What follows belongs to an exercise in optimizing a design on an open flow for small area and a short achievable clock period; a production flow would make more cautious choices. Function was checked by simulation only, so behaviour that the tests miss may differ from the original.

==> flow/design.v, too long to show whole: its modules and the start of the top module <==
// module dct_fa: 10 lines
// module dct_ha: 9 lines
// module dct_xor: 7 lines
// module dct_xnor: 7 lines
// module dct_ao21: 8 lines
// module dct_aoi21: 8 lines
// module dct_oai21: 8 lines
// module dct_1d: 7591 lines
module dct_1d (
  input  logic                  aclk,
  input  logic                  rst_n,
  input  logic                  in_valid,
  input  dct_pkg::sample_vec_t  in_block,
  output logic                  out_valid,
  output dct_pkg::lane_vec_t    out_block
);
  // ...
==> flow/run.sh <==
#!/bin/bash
# synth_recipe.tcl (not shown) runs the flow's synth.tcl, then flattens the netlist and writes it again
# the make line also repeats each setting of config.mk as NAME=value (left out here)
make -C /OpenROAD-flow-scripts/flow DESIGN_CONFIG=/design/flow/config.mk WORK_HOME=/design/flow/orfs CLKGATE_MAP_FILE= SYNTH_SCRIPT=/design/flow/synth_recipe.tcl finish
==> flow/config.mk <==
export PLATFORM = sky130hd
export DESIGN_NAME = dct_1d
export DESIGN_NICKNAME = dct_1d
export VERILOG_FILES = /design/flow/design.v
export SDC_FILE = /design/flow/constraint.sdc
export NUM_CORES = 4
export LEC_CHECK = 0
export CAP_MARGIN = 20
export CORE_MARGIN = 2
export CORE_UTILIZATION = 60
export PLACE_DENSITY = 0.75
export SETUP_SLACK_MARGIN = 5
export SLEW_MARGIN = 20
export SYNTH_HIERARCHICAL = 1
export SYNTH_MINIMUM_KEEP_SIZE = 0
==> flow/constraint.sdc <==
create_clock -name core_clock -period 9.0 [get_ports {aclk}]
set_input_delay 1.8000 -clock core_clock [delete_from_list [all_inputs] [get_ports {aclk}]]
set_output_delay 1.8000 -clock core_clock [all_outputs]
set_load 0.01 [all_outputs]
==> flow_metrics.env, run 1 <==
export IMPL_cts_repair_resize_count=0
export IMPL_seq_area_um2=21200
export IMPL_routed_wirelength_mm=147
export IMPL_synth_compound_gate_area_share_pct=9.87
export IMPL_timing_rr_start="d6_r1[2]$_DFF_P_"
export IMPL_hold_viol=0
export IMPL_placementRows=121
export IMPL_portBuffers=323
export IMPL_final_design_area_no_fill_um2=74300
export IMPL_n_sequential_cell=1057
export IMPL_grt_overflow_total=0
export IMPL_critical_path_max_stage_delay_ps=890
export IMPL_outcome="timing/DRC/antenna clean"
export IMPL_grtUsageMet1_pct=34.5
export IMPL_layout_commonest_cell="sky130_fd_sc_hd__dfxtp_1"
export IMPL_drt_pass1_iterations=6
export IMPL_finished_layout_cells=7464
export IMPL_path_common_cell="sky130_fd_sc_hd__fa_1"
export IMPL_synth_edff_count=0
export IMPL_track_usage_pct=27.3
export IMPL_hold_path_startpoint="b4_r2[15]$_DFF_P_"
export IMPL_critical_path_startpoint_type="flip-flop"
export IMPL_hold_path_endpoint="b4_r3[15]$_DFF_P_"
export IMPL_rr_endpoint="y5h_c_r1[0]$_DFF_P_"
export IMPL_cpLargestDelayFamily="adder cells"
export IMPL_crit_buf_inv=1
export IMPL_hold_path_class="reg -> reg"
export IMPL_worst_path_stages=9
export IMPL_clock_tree_buffer_depth=3
export IMPL_syn_area_um2=65400
export IMPL_synthSimpleGateAreaFrac_pct=7.26
export IMPL_route_met3_wl_mm=6.91
export IMPL_worst_hold_path_cells=0
export IMPL_fraction_of_standard_cell_area_in_multi_input_logic_pct=56.2
export IMPL_wl_per_cell_um=19.7
export IMPL_routed_vias=39700
export IMPL_synth_top_family_by_area="adder cells"
==> run 2: changes to the inputs <==
--- a/flow/config.mk
+++ b/flow/config.mk
@@ -7,8 +7,7 @@
 export LEC_CHECK = 0
 export CAP_MARGIN = 20
 export CORE_MARGIN = 2
-export CORE_UTILIZATION = 60
-export PLACE_DENSITY = 0.75
+export CORE_UTILIZATION = 40
 export SETUP_SLACK_MARGIN = 5
 export SLEW_MARGIN = 20
 export SYNTH_HIERARCHICAL = 1
==> run 2 against run 1 <==
Effect of this change: synthesized cell count unchanged; final cell count is 10% higher; critical path depth down 1; area after synthesis unchanged; routed wire length rose by 4.5%; setup slack lost 35 ps; register-to-register slack worse by 30 ps; first-iteration DRC count down 15%; critical path type is now in -> reg.
==> flow_metrics.env, run 2 <==
export IMPL_synthArstFlopShare_pct=0.568
export IMPL_timing_final_crit_period_ps=3730
export IMPL_cp_required_ps=9610
export IMPL_cpLargestDelayFamily="compound AO/OA/AOI/OAI gates"
export IMPL_timing_worst_setup_path_type="in -> reg"
export IMPL_area_growth_syn_to_layout_pct=15.2
export IMPL_synthSimpleGateAreaFrac_pct=7.26
export IMPL_hold_path_class="reg -> reg"
export IMPL_final_net_count=7414
export IMPL_route_detailed_drc=0
export IMPL_critical_path_max_stage_delay_ps=690
export IMPL_synth_most_common_cell="sky130_fd_sc_hd__dfxtp_1"
export IMPL_maxSlewViolCount=0
export IMPL_report_final_setup_viol=0
export IMPL_worst_slew_pin_transition_ps=1020
export IMPL_place_detailed_instances=8007
export IMPL_grt_pass1_wl_mm=243
export IMPL_synth_top_cell_area_share_pct=32.2
export IMPL_numClockSinks=1057
export IMPL_clock_slew_at_the_register_clock_pins_of_the_worst_setup_and_hold_paths_ps=60
export IMPL_grt_start_max_net_pins=17
export IMPL_total_cts_buffers=117
export IMPL_fillerInstances=14900
export IMPL_detailedPlacementHpwl_mm=124
export IMPL_ctsRootBufferMaster="sky130_fd_sc_hd__clkbuf_16"
export IMPL_ys_types=55
export IMPL_final_design_area_no_fill_um2=75300
export IMPL_avgSynthCellArea_um2=11.9
export IMPL_clock_tree_htree_level_count=3
export IMPL_critical_path_cell_chain="clkdlybuf4s50_1, ha_1, a21oi_2, o21ai_1, a21oi_2, inv_1, a21oi_2, xnor2_1"
export IMPL_drt_initial_drc_count=1873
export IMPL_postLayoutSetupSlackWorst_ps=5270
export IMPL_seq_area_um2=21200
export IMPL_critical_path_startpoint_type="input pin"
export IMPL_synth_edff_count=0
export IMPL_clock_tree_buffer_depth=3
export IMPL_synth_compound_gate_area_share_pct=9.87
export IMPL_hold_viol=0
export IMPL_post_synth_mux_area_share_pct=0
export IMPL_endpoint_kind="flip-flop"
export IMPL_whs_ps=306
export IMPL_placementRows=148
export IMPL_dpl_worst_slack_ps=4460
export IMPL_synth_top_family_by_area="adder cells"
export IMPL_drive_above_1_share_pct=12.8
export IMPL_track_usage_pct=18.9
export IMPL_clkLatencyLatePin_ps=740
export IMPL_mostFrequentLayoutCells="sky130_fd_sc_hd__dfxtp_1 (1051), sky130_fd_sc_hd__fa_1 (1012), sky130_fd_sc_hd__inv_1 (560)"
export IMPL_die_height_um=408
export IMPL_drt_pass1_iterations=8
export IMPL_core_region_area_um2=163000
export IMPL_worst_clock_skew_ps=46.0
export IMPL_path_common_cell="sky130_fd_sc_hd__a21oi_2"
export IMPL_synthesis_instances=5515
export IMPL_yosys_area_share_adder_pct=37.4
export IMPL_leading_register_cell_type_out_of_synthesis="sky130_fd_sc_hd__dfxtp_1"
export IMPL_gp_routability_congestion=0.878
export IMPL_grt_pass1_vias=42300
export IMPL_post_synth_top_area_cell="sky130_fd_sc_hd__dfxtp_1"
export IMPL_cp_arrival_ps=4340
export IMPL_finalSetupTns_ps=0
export IMPL_setup_repair_after_global_routing_missed_its_margin="false"
export IMPL_grt_overflow_total=0
export IMPL_yosys_area_share_xor_xnor_pct=9.25
export IMPL_placed_cell_area_um2=71200
export IMPL_initial_core_util_pct=40.2
export IMPL_cts_tree="done"
export IMPL_post_cts_repair_setup_buffers=0
export IMPL_slew_headroom_pct=32.2
export IMPL_ys_top_cells_by_area="sky130_fd_sc_hd__dfxtp_1 (32%), sky130_fd_sc_hd__fa_1 (31%), sky130_fd_sc_hd__a21oi_2 (6.7%)"
export IMPL_outcome="timing/DRC/antenna clean"
export IMPL_fmax_mhz=268
export IMPL_routed_vias=38800
export IMPL_postRouteAntennaNets=0
export IMPL_timing_max_cap_violations=0
export IMPL_synth_seq_cells=1057
export IMPL_final_min_period_over_clock_period_pct=41.4
export IMPL_cp_max_fo=6
export IMPL_portBuffers=323
export IMPL_design_die_area_um2=167000
export IMPL_layout_commonest_cell="sky130_fd_sc_hd__dfxtp_1"
export IMPL_vias_per_cell=4.71
export IMPL_ioPinCount=324
export IMPL_sequential_share_of_the_synthesized_area_pct=32.4
export IMPL_multi_input_gate_area_um2=41800
export IMPL_finished_layout_cells=8228
export IMPL_synth_yosys_warnings=7
export IMPL_wl_per_cell_um=18.7
export IMPL_die_width_um=408
export IMPL_cts_hold_fix_buffers=0
export IMPL_yosys_top_cells_count="sky130_fd_sc_hd__dfxtp_1 (1051), sky130_fd_sc_hd__fa_1 (1012), sky130_fd_sc_hd__inv_1 (560), sky130_fd_sc_hd__a21oi_2 (499), sky130_fd_sc_hd__xor2_1 (477)"
export IMPL_crit_buf_inv=2
export IMPL_cts_repair_resize_count=0
export IMPL_cp_slowest_cell="sky130_fd_sc_hd__a21oi_2"
export IMPL_routed_wirelength_mm=154
export IMPL_syn_area_um2=65400
export IMPL_initial_antenna_violation_count=15
==> run 2: cell count changes in the layout (fill, tap and decap cells not counted), moves of 2 or more <==
cell and change:
sky130_fd_sc_hd__bufinv_16 -2, sky130_fd_sc_hd__clkbuf_1 -2, sky130_fd_sc_hd__diode_2 -4, sky130_fd_sc_hd__clkinv_2 +8, sky130_fd_sc_hd__inv_8 +2, sky130_fd_sc_hd__clkbuf_16 +7, sky130_fd_sc_hd__clkinv_4 +5, sky130_fd_sc_hd__inv_6 +5
sky130_fd_sc_hd__clkinvlp_4 -12
==> run 2: final cells by class <==
class | count | area share, %
clock inverter | 77 | 1.21
clock buffer | 142 | 4.25
timing repair buffer | 348 | 4.54
inverter | 560 | 2.79
tap | 2175 | 3.61
antenna | 2 | 0.00664
multi-input combinational | 3867 | 55.5
sequential | 1057 | 28.1
==> run 2: kinds of logic (layout without fill, tap and decap cells) <==
kind of cell,after synthesis,in the layout
DFF,1057,1057
adders and majority gates,1350,1350
other,2,21
and+or+nand+nor,943,943
xor gates and xnor gates,690,690
buffers and inverters,608,1127
AOI/OAI and AO/OA,865,865
==> run 2: path summary, 6_finish.rpt <==
check	to	cells after the start	startpoint	slack [ps]
max in group asynchronous	vpipe[5]$_DFF_PN0_	1	rst_n	7470
min in group asynchronous	vpipe[4]$_DFF_PN0_	1	rst_n	1300
max reg2reg	y6h_b_r1[1]$_DFF_P_	7	d6_r1[6]$_DFF_P_	5280
min reg2reg	b4_r3[7]$_DFF_P_	0	b4_r2[7]$_DFF_P_	310
max	b3_r1[14]$_DFF_P_	8	in_block[48]	5270
min	b4_r3[7]$_DFF_P_	0	b4_r2[7]$_DFF_P_	310
==> run 2: layer usage <==
layer | wire [um] | global-route usage, %
met5 | 103 | 0
met4 | 4100 | 5.61
met3 | 8770 | 4.19
met2 | 75100 | 32.2
met1 | 65600 | 24.0
==> run 2: Yosys stat by module, one instance, submodules excluded <==
| module | flops+latches | cells | area (um^2) | copies in the design |
|---|---|---|---|---|
| dct_1d | 1057 | 2752 | 29500 | 1 |
| dct_fa | 0 | 1 | 20.0 | 1012 |
| dct_ha | 0 | 1 | 12.5 | 320 |
| dct_aoi21 | 0 | 1 | 8.76 | 499 |
| dct_xnor | 0 | 1 | 8.76 | 213 |
| dct_xor | 0 | 1 | 8.76 | 477 |
| dct_oai21 | 0 | 1 | 5.00 | 242 |
==> run 2: through the flow <==
step	utilization (%)
4_1_cts	46.3
5_1_grt	46.3
3_3_place_gp	43.8
3_5_place_dp	43.8
2_1_floorplan	-
6_report	46.3
==> run 3: changes to the inputs <==
==> flow/flow/run.sh (new file) <==
#!/bin/bash
set -euo pipefail
export BUFFER_PORTS_ARGS="-buffer_cell sky130_fd_sc_hd__buf_2"
bash standard.sh > standard.log 2>&1
==> flow/standard.sh (new file) <==
#!/bin/bash
# synth_recipe.tcl (not shown) runs the flow's synth.tcl, then flattens the netlist and writes it again
# the make line also repeats each setting of config.mk as NAME=value (left out here)
make -C /OpenROAD-flow-scripts/flow DESIGN_CONFIG=/design/flow/config.mk WORK_HOME=/design/flow/orfs CLKGATE_MAP_FILE= SYNTH_SCRIPT=/design/flow/synth_recipe.tcl "${@:-finish}"
removed: flow/run.sh
==> run 3 against run 2 <==
Effect of this change: count of clock-buffer cells in the layout grew 10; largest cell class unchanged; critical path type is now reg -> reg; non-clock buffer count stayed put; highest routed layer unchanged; fmax grew 2.4%; register-to-register slack better by 80 ps; critical path depth is 1 higher; clock skew decreased by 5.8 ps; flip-flop and latch count is the same.
==> flow_metrics.env, run 3 <==
export IMPL_clkLatencyLatePin_ps=740
export IMPL_report_final_setup_viol=0
export IMPL_layout_commonest_cell="sky130_fd_sc_hd__dfxtp_1"
export IMPL_postRouteAntennaNets=0
export IMPL_synth_seq_cells=1057
export IMPL_clock_tree_buffer_depth=3
export IMPL_timing_worst_setup_path_type="reg -> reg"
export IMPL_critical_path_cell_chain="inv_1, fa_1, fa_1, fa_1, a211oi_1, o211ai_1, o211ai_1, nor2_1, a2111oi_0"
export IMPL_ys_top_cells_by_area="sky130_fd_sc_hd__dfxtp_1 (32%), sky130_fd_sc_hd__fa_1 (31%), sky130_fd_sc_hd__a21oi_2 (6.7%)"
export IMPL_finished_layout_cells=8237
export IMPL_synth_yosys_warnings=7
export IMPL_grt_start_max_net_pins=17
export IMPL_yosys_top_cells_count="sky130_fd_sc_hd__dfxtp_1 (1051), sky130_fd_sc_hd__fa_1 (1012), sky130_fd_sc_hd__inv_1 (560), sky130_fd_sc_hd__a21oi_2 (499), sky130_fd_sc_hd__xor2_1 (477)"
export IMPL_cp_slowest_cell="sky130_fd_sc_hd__dfxtp_1"
export IMPL_path_common_cell="sky130_fd_sc_hd__fa_1"
export IMPL_worst_clock_skew_ps=40.2
export IMPL_synth_top_cell_area_share_pct=32.2
export IMPL_final_design_area_no_fill_um2=73700
export IMPL_route_detailed_drc=0
export IMPL_placementRows=148
export IMPL_seq_area_um2=21200
export IMPL_mostFrequentLayoutCells="sky130_fd_sc_hd__dfxtp_1 (1051), sky130_fd_sc_hd__fa_1 (1012), sky130_fd_sc_hd__inv_1 (560)"
export IMPL_clock_slew_at_the_register_clock_pins_of_the_worst_setup_and_hold_paths_ps=60
export IMPL_dpl_worst_slack_ps=4840
export IMPL_multi_input_gate_area_um2=41800
export IMPL_wl_per_cell_um=18.6
export IMPL_synthesis_instances=5515
export IMPL_ctsRootBufferMaster="sky130_fd_sc_hd__clkbuf_16"
export IMPL_critical_path_max_stage_delay_ps=890
export IMPL_cts_tree="done"
export IMPL_fillerInstances=15000
export IMPL_slew_headroom_pct=31.7
export IMPL_die_width_um=408
export IMPL_track_usage_pct=18.8
export IMPL_grt_overflow_total=0
export IMPL_sequential_share_of_the_synthesized_area_pct=32.4
export IMPL_hold_viol=0
export IMPL_critical_path_startpoint_type="flip-flop"
export IMPL_endpoint_kind="flip-flop"
export IMPL_maxSlewViolCount=0
export IMPL_grt_pass1_wl_mm=241
export IMPL_outcome="timing/DRC/antenna clean"
export IMPL_numClockSinks=1057
export IMPL_post_cts_repair_setup_buffers=0
export IMPL_crit_buf_inv=1
export IMPL_timing_max_cap_violations=0
export IMPL_area_growth_syn_to_layout_pct=12.8
export IMPL_synthArstFlopShare_pct=0.568
export IMPL_initial_core_util_pct=40.2
export IMPL_syn_area_um2=65400
export IMPL_routed_wirelength_mm=153
export IMPL_drive_above_1_share_pct=18.1
export IMPL_fmax_mhz=275
export IMPL_cp_arrival_ps=4250
export IMPL_clock_tree_htree_level_count=3
export IMPL_hold_path_class="reg -> reg"
export IMPL_setup_repair_after_global_routing_missed_its_margin="false"
export IMPL_ys_types=55
export IMPL_cp_required_ps=9610
export IMPL_place_detailed_instances=8007
export IMPL_final_net_count=7413
export IMPL_placed_cell_area_um2=69600
export IMPL_finalSetupTns_ps=0
export IMPL_cts_hold_fix_buffers=0
export IMPL_portBuffers=323
export IMPL_ioPinCount=324
export IMPL_worst_slew_pin_transition_ps=1020
export IMPL_timing_final_crit_period_ps=3640
export IMPL_die_height_um=408
export IMPL_detailedPlacementHpwl_mm=124
export IMPL_postLayoutSetupSlackWorst_ps=5360
export IMPL_design_die_area_um2=167000
export IMPL_routed_vias=39000
export IMPL_drt_pass1_iterations=5
export IMPL_drt_initial_drc_count=1738
export IMPL_total_cts_buffers=116
export IMPL_cts_repair_resize_count=0
export IMPL_cp_max_fo=13
export IMPL_leading_register_cell_type_out_of_synthesis="sky130_fd_sc_hd__dfxtp_1"
export IMPL_core_region_area_um2=163000
export IMPL_synth_most_common_cell="sky130_fd_sc_hd__dfxtp_1"
export IMPL_initial_antenna_violation_count=45
export IMPL_grt_pass1_vias=42000
export IMPL_synth_edff_count=0
export IMPL_r2r_slack_ps=5360
export IMPL_gp_routability_congestion=0.886
export IMPL_avgSynthCellArea_um2=11.9
export IMPL_final_min_period_over_clock_period_pct=40.4
export IMPL_cpLargestDelayFamily="adder cells"
export IMPL_post_synth_top_area_cell="sky130_fd_sc_hd__dfxtp_1"
export IMPL_vias_per_cell=4.73
run 3: kinds of logic (layout without fill, tap and decap cells):
logic type                 count (synthesis)  count (layout)  share of synthesized area [%]
AOI/OAI and AO/OA                        865             865                           9.88
xor gates and xnor gates                 690             690                           9.25
adders and majority gates               1350            1350                           37.4
buffers and inverters                    608            1126                           3.77
DFF                                     1057            1057                           32.4
other                                      2              31                         0.0115
and+or+nand+nor                          943             943                           7.26
run 3: Yosys stat by module, one instance, submodules excluded:
module     times used  cells  flops+latches  area, um^2
dct_aoi21         499      1              0        8.76
dct_fa           1012      1              0        20.0
dct_ha            320      1              0        12.5
dct_oai21         242      1              0        5.00
dct_xnor          213      1              0        8.76
dct_1d              1   2752           1057       29500
dct_xor           477      1              0        8.76
run 3: layout make-up:
type                       instances  share of cell area, %
multi-input combinational       3867                   56.6
sequential                      1057                   28.7
clock buffer                     152                   4.53
tap                             2175                   3.69
inverter                         560                   2.85
timing repair buffer             348                   2.45
clock inverter                    66                   1.05
antenna                           12                 0.0407
run 3: worst reg2reg max path: cells and delay by family (launching register included):
kind / cells / cell delay, ps
adders and majority gates: 3 / 1490
DFF: 1 / 890
AOI/OAI and AO/OA: 4 / 820
buffers and inverters: 1 / 260
and+or+nand+nor: 1 / 60
run 3: final timing paths:
check                                 startpoint                   to  cells after the start
min in group asynchronous                  rst_n   vpipe[4]$_DFF_PN0_                      1
worst min-delay path            d1_r2[1]$_DFF_P_     d1_r3[1]$_DFF_P_                      0
worst max register to register  d6_r1[2]$_DFF_P_  y5h_c_r1[0]$_DFF_P_                      9
worst max-delay path            d6_r1[2]$_DFF_P_  y5h_c_r1[0]$_DFF_P_                      9
max in group asynchronous                  rst_n   vpipe[2]$_DFF_PN0_                      1
worst min register to register  d1_r2[1]$_DFF_P_     d1_r3[1]$_DFF_P_                      0
run 3: metrics by stage:
step                hold slack, ps  utilization, %
CTS                            320            45.3
finish                         321            45.3
global placement               312            42.8
global route                   328            45.3
floorplan                      310               -
detailed placement             312            42.8
run 3: metal layers:
| metal | share of wire (%) | wire (um) | GRT usage [%] |
|---|---|---|---|
| met3 | 5.1 | 7840 | 3.74 |
| met2 | 48 | 73900 | 31.5 |
| met4 | 3.7 | 5670 | 6.51 |
| met1 | 43 | 65900 | 24.3 |
| met5 | 0.12 | 182 | 0 |
==> run 4: changes to the inputs <==
==> flow/flow/run.sh (replaced) <==
#!/bin/bash
set -euo pipefail
export BUFFER_PORTS_ARGS="-buffer_cell sky130_fd_sc_hd__buf_2"
export SETUP_SLACK_MARGIN=6
bash standard.sh > standard.log 2>&1
--- a/flow/config.mk
+++ b/flow/config.mk
@@ -8,7 +8,6 @@
 export CAP_MARGIN = 20
 export CORE_MARGIN = 2
 export CORE_UTILIZATION = 40
-export SETUP_SLACK_MARGIN = 5
 export SLEW_MARGIN = 20
 export SYNTH_HIERARCHICAL = 1
 export SYNTH_MINIMUM_KEEP_SIZE = 0
==> run 4 against run 3 <==
Effect of this change: flip-flop and latch count unchanged; worst hold slack improved by 1.7 ps.
==> flow_metrics.env, run 4 <==
export IMPL_outcome="timing/DRC/antenna clean"
export IMPL_cts_hold_fix_buffers=0
export IMPL_cp_arrival_ps=1260
export IMPL_total_cts_buffers=118
export IMPL_cp_slowest_cell="sky130_fd_sc_hd__dfxtp_4"
export IMPL_fraction_of_the_core_area_covered_by_cells_at_the_end_of_the_flow_pct=47.3
export IMPL_endpoint_kind="output port"
export IMPL_layout_commonest_cell="sky130_fd_sc_hd__fa_1"
export IMPL_track_usage_pct=18.9
export IMPL_clock_tree_buffer_depth=3
export IMPL_placementRows=148
export IMPL_vias_per_cell=4.70
export IMPL_synth_most_common_cell="sky130_fd_sc_hd__dfxtp_1"
export IMPL_post_synth_top_area_cell="sky130_fd_sc_hd__dfxtp_1"
export IMPL_leading_register_cell_type_out_of_synthesis="sky130_fd_sc_hd__dfxtp_1"
export IMPL_timing_worst_setup_path_type="reg -> out"
export IMPL_routed_wirelength_mm=155
export IMPL_route_detailed_drc=0
export IMPL_initial_antenna_violation_count=20
export IMPL_final_net_count=7552
export IMPL_gp_routability_congestion=0.855
export IMPL_timing_max_cap_violations=0
export IMPL_dpl_worst_slack_ps=4910
export IMPL_worst_slew_pin_transition_ps=1010
export IMPL_final_design_area_no_fill_um2=77000
export IMPL_cts_tree="done"
export IMPL_drive_above_1_share_pct=24.9
export IMPL_fillerInstances=14800
export IMPL_final_min_period_over_clock_period_pct=34.0
export IMPL_cpLargestDelayFamily="flip-flops"
export IMPL_ioPinCount=324
export IMPL_placed_cell_area_um2=69900
export IMPL_detailedPlacementHpwl_mm=122
export IMPL_clkLatencyLatePin_ps=740
export IMPL_design_die_area_um2=167000
export IMPL_fmax_mhz=327
export IMPL_ys_types=55
export IMPL_setup_repair_after_global_routing_missed_its_margin="true"
export IMPL_portBuffers=323
export IMPL_place_detailed_instances=7988
export IMPL_grt_start_max_net_pins=17
export IMPL_mostFrequentLayoutCells="sky130_fd_sc_hd__fa_1 (980), sky130_fd_sc_hd__dfxtp_1 (850), sky130_fd_sc_hd__inv_1 (545)"
export IMPL_maxSlewViolCount=0
export IMPL_finalSetupTns_ps=0
export IMPL_synth_edff_count=0
export IMPL_postRouteAntennaNets=0
export IMPL_grt_pass1_vias=42500
export IMPL_drt_pass1_iterations=5
export IMPL_critical_path_startpoint_type="flip-flop"
export IMPL_whs_ps=323
export IMPL_finished_layout_cells=8373
export IMPL_numClockSinks=1057
export IMPL_timing_final_crit_period_ps=3060
export IMPL_initial_core_util_pct=40.2
export IMPL_area_growth_syn_to_layout_pct=17.8
export IMPL_report_final_setup_viol=0
export IMPL_hold_viol=0
export IMPL_grt_pass1_wl_mm=243
export IMPL_yosys_top_cells_count="sky130_fd_sc_hd__dfxtp_1 (1051), sky130_fd_sc_hd__fa_1 (1012), sky130_fd_sc_hd__inv_1 (560), sky130_fd_sc_hd__a21oi_2 (499), sky130_fd_sc_hd__xor2_1 (477)"
export IMPL_grt_overflow_total=0
export IMPL_worst_clock_skew_ps=29.3
export IMPL_synthesis_instances=5515
export IMPL_critical_path_max_stage_delay_ps=400
export IMPL_die_width_um=408
export IMPL_critical_path_cell_chain="buf_6"
export IMPL_cp_max_fo=7
export IMPL_avgSynthCellArea_um2=11.9
export IMPL_core_region_area_um2=163000
export IMPL_wl_per_cell_um=18.5
export IMPL_synth_top_cell_area_share_pct=32.2
export IMPL_clock_tree_htree_level_count=3
export IMPL_postLayoutSetupSlackWorst_ps=5940
export IMPL_cp_required_ps=7200
export IMPL_synth_yosys_warnings=7
export IMPL_clock_slew_at_the_register_clock_pins_of_the_worst_setup_and_hold_paths_ps=60
export IMPL_drt_initial_drc_count=1748
export IMPL_hold_path_class="reg -> reg"
export IMPL_ctsRootBufferMaster="sky130_fd_sc_hd__clkbuf_16"
export IMPL_crit_buf_inv=1
export IMPL_synth_seq_cells=1057
export IMPL_syn_area_um2=65400
export IMPL_routed_vias=39400
export IMPL_die_height_um=408
export IMPL_synthArstFlopShare_pct=0.568
export IMPL_slew_headroom_pct=32.8
export IMPL_sequential_share_of_the_synthesized_area_pct=32.4
export IMPL_ys_top_cells_by_area="sky130_fd_sc_hd__dfxtp_1 (32%), sky130_fd_sc_hd__fa_1 (31%), sky130_fd_sc_hd__a21oi_2 (6.7%)"
==> run 4: worst paths after layout <==
path / startpoint / end / slack (ps) / cells after the start
max: y4_r1[17]$_DFF_P_ / out_block[91] / 5940 / 1
min: d3_r2[2]$_DFF_P_ / d3_r3[2]$_DFF_P_ / 320 / 0
max reg2reg: c2_r1[8]$_DFF_P_ / d2h_a_r1[5]$_DFF_P_ / 5980 / 7
min reg2reg: d3_r2[2]$_DFF_P_ / d3_r3[2]$_DFF_P_ / 320 / 0
max in group asynchronous: rst_n / vpipe[3]$_DFF_PN0_ / 7960 / 1
min in group asynchronous: rst_n / vpipe[0]$_DFF_PN0_ / 890 / 1
==> run 4: repair_timing <==
action	CTS	global route
pin swaps	9	22
gates cloned	0	0
gates resized for setup	297	167
endpoints found under the setup margin	281	251
setup buffers	77	79
==> run 4: area by class of cell <==
type                            instances  area (um^2)  share of cell area (%)
Multi-Input combinational cell       3867        42500                    55.2
Timing Repair Buffer                  485         3770                    4.90
Clock inverter                         73         1020                    1.32
Clock buffer                          149         3240                    4.21
Inverter                              560         2110                    2.74
Antenna cell                            7         17.5                  0.0228
Sequential cell                      1057        21600                    28.1
Tap cell                             2175         2720                    3.54
==> run 4: cell families after synthesis <==
kind of cell    after synthesis  share of synthesized area, %
flops                      1057                          32.4
buf+inv                     608                          3.77
xor+xnor                    690                          9.25
other cells                   2                        0.0115
simple gates                943                          7.26
fa+ha+maj                  1350                          37.4
compound gates              865                          9.88
==> run 4: modules after synthesis (local to each module, per instance) <==
module | area (um^2) | flip-flops and latches | times used
dct_aoi21 | 8.76 | 0 | 499
dct_xor | 8.76 | 0 | 477
dct_oai21 | 5.00 | 0 | 242
dct_fa | 20.0 | 0 | 1012
dct_1d | 29500 | 1057 | 1
dct_xnor | 8.76 | 0 | 213
dct_ha | 12.5 | 0 | 320
==> run 4: routing by layer <==
metal  up-vias  global-route usage, %  wire (um)
li1      18700                      -          -
met1     19600                   23.8      64600
met2       780                   32.6      76700
met3       292                   3.69       8280
met4        16                   5.69       4990
met5         -                      0         98

==> static timing again, ports no longer ideal <==
How much do the figures lean on ideal ports? The routed layouts below were timed once more, with nothing changed but the port constraints.
Step 1, drivers: a clkbuf_16 drives aclk and a buf_2 each remaining input, both assumed.
Step 2 times the ports against the registers' clock, not the clock port: input delays grow and output delays shrink by t, the midpoint of the rising clock arrivals with the driver on.
Slacks: ideal / step 1 / step 2; pairs: ideal / step 1.
run | t (ns) | slack for setup (ns) | worst setup path at the end | worst slew at a driven data input, ns
run 1 | 0.776 | 5.309 / 5.309 / 4.590 | input to register | 0.18
run 2 | 0.792 | 5.274 / 5.282 / 4.490 | input to register | 0.22
run 3 | 0.793 | 5.362 / 5.362 / 4.763 | input to register | 0.22
run 4 | 0.802 | 5.939 / 5.859 / 5.362 | input to register | 0.23
After both steps setup and hold are still met in every run listed. The setup slack of run 2, which loses most, moves by +0.008 ns with the drivers and by -0.784 ns with both steps.
